Context: an optimization exercise on an open-source flow, tuned for small area. The choices shown serve that exercise and are no tape-out recipe.
The RTL of this run was laid out without a check of its function.
Power and IR drop assume default switching activity.

==> design.v <==
package qrisc_pkg;
    typedef logic [5-1:0] reg_addr_t;
    typedef enum logic [3:0] {
        OP_NOP    = 4'd0,
        OP_LDR    = 4'd1,
        OP_STR    = 4'd2,
        OP_JMPUNC = 4'd3,
        OP_JMPF   = 4'd4,
        OP_ALU    = 4'd5,
        OP_LDRF   = 4'd6    
    } opcode_e;
    typedef enum logic [3:0] {
        ALU_NONE,
        ALU_AND,
        ALU_OR,
        ALU_XOR,
        ALU_ADD,
        ALU_MUL,
        ALU_SHL,
        ALU_SHR,
        ALU_CMP
    } alu_op_e;
    typedef enum logic [2:0] {
        JMP_NONE,
        JMP_UNC,
        JMP_Z,
        JMP_NZ,
        JMP_C,
        JMP_NC
    } jump_e;
    typedef struct packed {
        logic                      write_reg;
        reg_addr_t                 dst_r;
        logic [32-1:0]  val_dst;
        logic                      incr_r2_enable;
        reg_addr_t                 src_r2;
        logic [32-1:0]  val_r2;
    } wb_t;
    typedef struct packed {
        reg_addr_t r1;
        reg_addr_t r2;
        reg_addr_t dst;
    } rd_addr_t;
    typedef struct packed {
        logic [32-1:0] val_r1;
        logic [32-1:0] val_r2;
        logic [32-1:0] val_dst;
    } operand_t;
    typedef struct packed {
        reg_addr_t                        dst_r;
        reg_addr_t                        src_r1;
        reg_addr_t                        src_r2;
        logic [32-1:0]         val_r1;
        logic [32-1:0]         val_r2;
        logic [32-1:0]         val_dst;
        logic signed [4-1:0]  incr_r2;
        logic                             incr_r2_enable;
        logic                             read_mem;
        logic                             write_mem;
        logic                             write_reg;
        alu_op_e                          alu_op;
        jump_e                            jmp_cond;
        logic                             ldrf_op;
    } pipe_t;
endpackage
`timescale 1ns/1ns
module rf_wsel (
    input  logic         reset,
    input  logic [75:0]  wb_ex,
    input  logic [75:0]  wb_mem,
    output logic [31:0]  ns_h,
    output logic [31:0]  ns_m,
    output logic [31:0]  ns_i,
    output logic [31:0]  ns_e
);
    genvar k;
    generate
        for (k = 0; k < 32; k++) begin : g_reg
            logic hit_e, hit_i, hit_m;
            assign hit_e = wb_ex[75]  && (wb_ex[74:70]  == k[4:0]);
            assign hit_i = wb_ex[37]  && (wb_ex[36:32]  == k[4:0]);
            assign hit_m = wb_mem[75] && (wb_mem[74:70] == k[4:0]);
            assign ns_m[k] = !(reset || hit_m);
            assign ns_i[k] = !(!reset && !hit_m && hit_i);
            assign ns_e[k] = !(!reset && !hit_m && !hit_i && hit_e);
            assign ns_h[k] = !(!reset && !hit_m && !hit_i && !hit_e);
        end
    endgenerate
endmodule
module rf_wbit (
    input  logic q,
    input  logic ns_h,
    input  logic ns_m,
    input  logic ns_i,
    input  logic ns_e,
    input  logic m,
    input  logic i,
    input  logic e,
    output logic d
);
    logic p0, p1;
    oai22 u0 (.a1 (ns_h), .a2 (q), .b1 (ns_m), .b2 (m), .y (p0));
    oai22 u1 (.a1 (ns_i), .a2 (i), .b1 (ns_e), .b2 (e), .y (p1));
    nor2  u2 (.a (p0), .b (p1), .y (d));
endmodule
module oai22 (input logic a1, a2, b1, b2, output logic y);
    assign y = !((a1 | a2) & (b1 | b2));
endmodule
module aoi222 (input logic a1, a2, b1, b2, c1, c2, output logic y);
    assign y = !((a1 & a2) | (b1 & b2) | (c1 & c2));
endmodule
module aoi22 (input logic a1, a2, b1, b2, output logic y);
    assign y = !((a1 & a2) | (b1 & b2));
endmodule
module nand4 (input logic a, b, c, d, output logic y);
    assign y = !(a & b & c & d);
endmodule
module nand2 (input logic a, b, output logic y);
    assign y = !(a & b);
endmodule
module nor3 (input logic a, b, c, output logic y);
    assign y = !(a | b | c);
endmodule
module nor2 (input logic a, b, output logic y);
    assign y = !(a | b);
endmodule
`timescale 1ns/1ns
module operand_forward (
    input  logic [4:0]   addr,
    input  logic         en,
    input  logic [75:0]  wb_ex,
    input  logic [75:0]  wb_mem,
    output logic [34:0]  sel       
);
    logic f_m, f_e, f_i, none;
    assign f_m  = wb_mem[75] && (wb_mem[74:70] == addr);
    assign f_e  = wb_ex[75]  && (wb_ex[74:70]  == addr);
    assign f_i  = wb_ex[37]  && (wb_ex[36:32]  == addr);
    assign none = !f_m && !f_e && !f_i;
    assign sel[32] = en && f_m;
    assign sel[33] = en && !f_m && f_e;
    assign sel[34] = en && !f_m && !f_e && f_i;
    genvar k;
    generate
        for (k = 0; k < 32; k++) begin : g_sel
            assign sel[k] = en && none && (addr == k[4:0]);
        end
    endgenerate
endmodule
module operand_bit (
    input  logic [37:0] sel,
    input  logic [37:0] src,
    output logic        y
);
    logic [12:0] g;
    logic [2:0]  t;
    logic        u;
    genvar j;
    generate
        for (j = 0; j < 12; j++) begin : g_aoi
            aoi222 a (.a1 (sel[3*j]),   .a2 (src[3*j]),
                      .b1 (sel[3*j+1]), .b2 (src[3*j+1]),
                      .c1 (sel[3*j+2]), .c2 (src[3*j+2]), .y (g[j]));
        end
        for (j = 0; j < 3; j++) begin : g_nand
            nand4 n (.a (g[4*j]), .b (g[4*j+1]), .c (g[4*j+2]), .d (g[4*j+3]), .y (t[j]));
        end
    endgenerate
    aoi22 a12 (.a1 (sel[36]), .a2 (src[36]), .b1 (sel[37]), .b2 (src[37]), .y (g[12]));
    nor3  n3  (.a (t[0]), .b (t[1]), .c (t[2]), .y (u));
    nand2 n2  (.a (u), .b (g[12]), .y (y));
endmodule
`timescale 1ns/1ns
module instr_decoder (
    input  logic [31:0]  instruction,
    output logic         valid,        
    output logic [4:0]   addr_a,       
    output logic [4:0]   addr_c,       
    output logic         a_en,         
    output logic         r1_pc,        
    output logic         r1_tgt,       
    output logic         b_en,         
    output logic         r2_imm,       
    output logic         c_hi_en,      
    output logic         c_lo_en,      
    output logic         d_pc,         
    output logic         d_hi_half,    
    output logic         d_lo_half,    
    output logic [30:0]  ctrl          
);
    logic [3:0] op;
    logic [1:0] sub;
    logic [2:0] ic;
    logic       rofs;
    logic [4:0] dst, src1, src2;
    logic op1, op2, op3, op4, op5, op6;
    logic s0, s1, s2, s3;
    logic use_ofs, zero_r2;
    assign op   = instruction[31:28];
    assign sub  = instruction[27:26];
    assign rofs = instruction[25];
    assign ic   = instruction[24:22];
    assign dst  = instruction[4:0];
    assign src1 = instruction[9:5];
    assign src2 = instruction[14:10];
    assign op1 = (op == 4'd1);
    assign op2 = (op == 4'd2);
    assign op3 = (op == 4'd3);
    assign op4 = (op == 4'd4);
    assign op5 = (op == 4'd5);
    assign op6 = (op == 4'd6);
    assign s0  = (sub == 2'd0);
    assign s1  = (sub == 2'd1);
    assign s2  = (sub == 2'd2);
    assign s3  = (sub == 2'd3);
    assign valid = op1 | op2 | op3 | op4 | op5 | op6;
    assign addr_a = (op3 && s3) ? dst : src1;
    assign addr_c = (op1 && s0) ? src1 : dst;
    assign r1_tgt = op3 && s0;
    assign r1_pc  = (op3 && (s1 || s2)) || op4;
    assign a_en   = valid && !r1_tgt && !r1_pc;
    assign use_ofs = (op1 && s3) || op2 || (op3 && (s1 || s2)) || op4;
    assign zero_r2 = op3 && (s0 || s3);
    assign r2_imm  = use_ofs && !rofs;
    assign b_en    = valid && !zero_r2 && !r2_imm;
    assign d_pc      = op3 && s2;
    assign d_hi_half = op1 && s1;
    assign d_lo_half = op1 && s2;
    assign c_hi_en   = valid && !d_pc && !d_hi_half;
    assign c_lo_en   = valid && !d_pc && !d_lo_half;
    logic [3:0] incr;
    logic       incr_en, write_reg;
    logic [3:0] alu_op;
    logic [2:0] jmp;
    always_comb begin
        case (ic)
            3'd1:    incr = 4'd1;
            3'd2:    incr = 4'd2;
            3'd3:    incr = 4'd4;
            3'd5:    incr = 4'hf;
            3'd6:    incr = 4'he;
            3'd7:    incr = 4'hc;
            default: incr = 4'd0;
        endcase
    end
    assign incr_en = (op1 && (s1 || s2)) ? 1'b0 :
                     (op3 && s0)         ? 1'b0 :
                     ((op1 && s3) || op2 || op3 || op4) ? rofs :
                     (ic[1:0] != 2'b00);
    assign write_reg = (op1 && s0) ? (dst != src1) :
                       op1 || (op3 && s2) || op6 || (op5 && (instruction[27:25] != 3'd7));
    assign alu_op = op5 ? ({1'b0, instruction[27:25]} + 4'd1) : 4'd0;
    assign jmp    = op3 ? 3'd1 : (op4 || op6) ? ({1'b0, sub} + 3'd2) : 3'd0;
    logic [30:0] c;
    assign c = {dst, src1, src2, incr, incr_en, op1 && s3, op2, write_reg, alu_op, jmp, op6};
    assign ctrl = valid ? c : 31'd0;
endmodule
`timescale 1ns/1ns
module qrisc_decode_stage (
    input  logic                      clk,
    input  logic                      reset,
    input  logic [32-1:0]  instruction,
    input  logic [32-1:0]  pc,
    input  logic                      stall,       
    input  logic [75:0]               wb_ex,       
    input  logic [75:0]               wb_mem,      
    output logic [126:0]              pipe_out     
);
    logic [31:0] regs [32];
    logic [31:0] ns_h, ns_m, ns_i, ns_e;
    logic [31:0] m_data;
    rf_wsel rf_wsel_i (
        .reset (reset), .wb_ex (wb_ex), .wb_mem (wb_mem),
        .ns_h (ns_h), .ns_m (ns_m), .ns_i (ns_i), .ns_e (ns_e));
    assign m_data = reset ? 32'd0 : wb_mem[69:38];
    genvar k, b;
    generate
        for (k = 0; k < 32; k++) begin : g_reg
            logic [31:0] d;
            for (b = 0; b < 32; b++) begin : g_bit
                rf_wbit wbit (
                    .q (regs[k][b]), .ns_h (ns_h[k]), .ns_m (ns_m[k]), .ns_i (ns_i[k]), .ns_e (ns_e[k]),
                    .m (m_data[b]), .i (wb_ex[b]), .e (wb_ex[38+b]), .d (d[b]));
            end
            always_ff @(posedge clk)
                regs[k] <= d;
        end
    endgenerate
    logic        valid, a_en, r1_pc, r1_tgt, b_en, r2_imm, c_hi_en, c_lo_en;
    logic        d_pc, d_hi_half, d_lo_half;
    logic [4:0]  addr_a, addr_c;
    logic [30:0] ctrl;
    instr_decoder instr_decoder_i (
        .instruction (instruction),
        .valid       (valid),
        .addr_a      (addr_a),
        .addr_c      (addr_c),
        .a_en        (a_en),
        .r1_pc       (r1_pc),
        .r1_tgt      (r1_tgt),
        .b_en        (b_en),
        .r2_imm      (r2_imm),
        .c_hi_en     (c_hi_en),
        .c_lo_en     (c_lo_en),
        .d_pc        (d_pc),
        .d_hi_half   (d_hi_half),
        .d_lo_half   (d_lo_half),
        .ctrl        (ctrl)
    );
    logic ld, hold;
    assign ld   = !reset && !stall;
    assign hold = !reset && stall;
    logic [34:0] sel_a, sel_b, sel_c_hi, sel_c_lo;
    operand_forward fwd_a (
        .addr (addr_a), .en (ld && a_en), .wb_ex (wb_ex), .wb_mem (wb_mem), .sel (sel_a));
    operand_forward fwd_b (
        .addr (instruction[14:10]), .en (ld && b_en), .wb_ex (wb_ex), .wb_mem (wb_mem), .sel (sel_b));
    operand_forward fwd_c_hi (
        .addr (addr_c), .en (ld && c_hi_en), .wb_ex (wb_ex), .wb_mem (wb_mem), .sel (sel_c_hi));
    operand_forward fwd_c_lo (
        .addr (addr_c), .en (ld && c_lo_en), .wb_ex (wb_ex), .wb_mem (wb_mem), .sel (sel_c_lo));
    logic l_pc1, l_tgt, l_imm, l_pcd, l_hh, l_lh;
    assign l_pc1 = ld && r1_pc;
    assign l_tgt = ld && r1_tgt;
    assign l_imm = ld && r2_imm;
    assign l_pcd = ld && d_pc;
    assign l_hh  = ld && d_hi_half;
    assign l_lh  = ld && d_lo_half;
    logic [31:0] imm, tgt;
    assign imm = {{17{instruction[24]}}, instruction[24:10]};
    assign tgt = {6'd0, instruction[25:0]};
    logic [126:0] pipe_q;
    logic [126:0] nxt;
    generate
        for (b = 0; b < 32; b++) begin : g_val
            logic [34:0] src;
            for (k = 0; k < 32; k++) begin : g_k
                assign src[k] = regs[k][b];
            end
            assign src[34:32] = {wb_ex[b], wb_ex[38+b], wb_mem[38+b]};
            operand_bit r1_bit (
                .sel ({hold, l_pc1, l_tgt, sel_a}),
                .src ({pipe_q[80+b], pc[b], tgt[b], src}),
                .y   (nxt[80+b]));
            operand_bit r2_bit (
                .sel ({1'b0, hold, l_imm, sel_b}),
                .src ({1'b0, pipe_q[48+b], imm[b], src}),
                .y   (nxt[48+b]));
            operand_bit dst_bit (
                .sel ({hold, l_pcd, (b >= 16) ? l_hh : l_lh, (b >= 16) ? sel_c_hi : sel_c_lo}),
                .src ({pipe_q[16+b], pc[b], instruction[5 + (b % 16)], src}),
                .y   (nxt[16+b]));
        end
    endgenerate
    assign nxt[126:112] = ({15{ld}} & ctrl[30:16]) | ({15{hold}} & pipe_q[126:112]);
    assign nxt[15:0]    = ({16{ld}} & ctrl[15:0])  | ({16{hold}} & pipe_q[15:0]);
    always_ff @(posedge clk)
        pipe_q <= nxt;
    assign pipe_out = pipe_q;
endmodule
==> run.sh <==
#!/bin/bash
# synth_recipe.tcl (not shown) runs the flow's synth.tcl, then flattens the netlist and writes it again
# the make line also repeats each setting of config.mk as NAME=value (left out here)
make -C /OpenROAD-flow-scripts/flow DESIGN_CONFIG=/design/flow/config.mk WORK_HOME=/design/flow/orfs CLKGATE_MAP_FILE= SYNTH_SCRIPT=/design/flow/synth_recipe.tcl finish
==> config.mk <==
export PLATFORM = sky130hd
export DESIGN_NAME = qrisc_decode_stage
export DESIGN_NICKNAME = qrisc_decode_stage
export VERILOG_FILES = /design/flow/design.v
export SDC_FILE = /design/flow/constraint.sdc
export NUM_CORES = 4
export LEC_CHECK = 0
export CAP_MARGIN = 20
export CELL_PAD_IN_SITES_DETAIL_PLACEMENT = 1
export CORE_MARGIN = 2
export CORE_UTILIZATION = 55
export PLACE_DENSITY = 0.6
export SLEW_MARGIN = 20
export SYNTH_HIERARCHICAL = 1
export SYNTH_MINIMUM_KEEP_SIZE = 0
==> constraint.sdc <==
create_clock -name core_clock -period 5.0 [get_ports {clk}]
set_input_delay 1.0000 -clock core_clock [delete_from_list [all_inputs] [get_ports {clk}]]
set_output_delay 1.0000 -clock core_clock [all_outputs]
set_load 0.01 [all_outputs]
==> run summary <==
modules after synthesis (local to each module, per instance), excerpt:
module | flip-flops and latches | cells inside | area (µm²) | times used
nor3 | 0 | 1 | 10.01 | 96
instr_decoder | 0 | 118 | 838.3 | 1
oai22 | 0 | 1 | 6.256 | 2048
operand_forward | 0 | 84 | 624.3 | 4
rf_wsel | 0 | 307 | 1839 | 1
nand4 | 0 | 1 | 6.256 | 288
nor2 | 0 | 1 | 3.754 | 1024
aoi22 | 0 | 1 | 12.51 | 96
aoi222 | 0 | 1 | 10.01 | 1152
nand2 | 0 | 1 | 3.754 | 96
qrisc_decode_stage | 1151 | 1269 | 23860 | 1
cells by family after synthesis:
family / synth area share (%)
adders and majority gates: 0.1220
muxes: 0.6872
and+or+nand+nor: 17.51
xor gates and xnor gates: 0.9738
buffers and inverters: 0.9819
DFF: 37.44
other: 0.006093
AOI/OAI and AO/OA: 42.27
per-stage QoR:
stage               TNS [ns]  total power [µW]  setup slack, ns  util, %  instance area (µm²)
detailed placement    -41.35             15370           -1.818    69.80                77360
global placement      -14.91             14750          -0.4147    69.79                77340
floorplan                  0             12760           0.6800        -                61810
worst max-delay path by stage:
stage          slack, ns     endpoint  cells past startpoint
2_1_floorplan       0.68  regs[28][0]                      6
3_3_place_gp       -0.41   pipe_q[90]                     17
3_5_place_dp       -1.82   pipe_q[22]                     16
power groups by stage:
stage | Clock, µW | Combinational, µW | Sequential [µW]
after global placement | 0 | 3490 | 11300
after floorplan | 0 | 1690 | 11100
after detailed placement | 0 | 3880 | 11500
==> impl_metrics.yaml <==
placed_design:
  hpwlAfterDp_um: 339000
  dp_cells: 9696
  place_congestion: 1.169
  port_buffers: 307
synthesis:
  yosysTopAreaCellShare_pct: 37.44
  synth_async_sr_flop_share_pct: 0
  synthTopCellsByCount: "o22ai_1 (2,048), nor2_1 (1,216), a222oi_1 (1,152)"
  synth_top_cell_by_area: "dfxtp_1"
  yosys-top-cells-area: "dfxtp_1 (37%), o22ai_1 (21%), a222oi_1 (19%)"
  syn_inst: 6830
  avgSynthCellArea_um2: 9.011
  ys_seq_elements: 1151
  mappedNetlistArea_mm2: 0.06154
  ys.flop_type: "dfxtp_1"
  yosysMostFrequentCell: "o22ai_1"
  ys_seq_area_share_pct: 37.44
  ys_warn_count: 10
  synthDistinctLibCells: 66
  synth-edff-count: 0
clocking:
  cts.htree.levels: 4
  cts_buffer_depth: 3
  hold_buffers: 0
  cts-root-buf: "clkbuf_16"
  cts_sinks: 1151
  cts_setup_buffers: 15
  cts_buffers: 132
  ctsResizeCount: 53
run_status:
  status: "stopped before the end"
  firstError: "[ERROR DPL-0033] detailed placement checks failed during check placement."
  stop_stage: "clock tree synthesis"
floorplan:
  die-height_um: 338.5
  rows: 122
  initial_core_util_pct: 55.53
  dieWidth_um: 338.5
  ioPinCount: 346
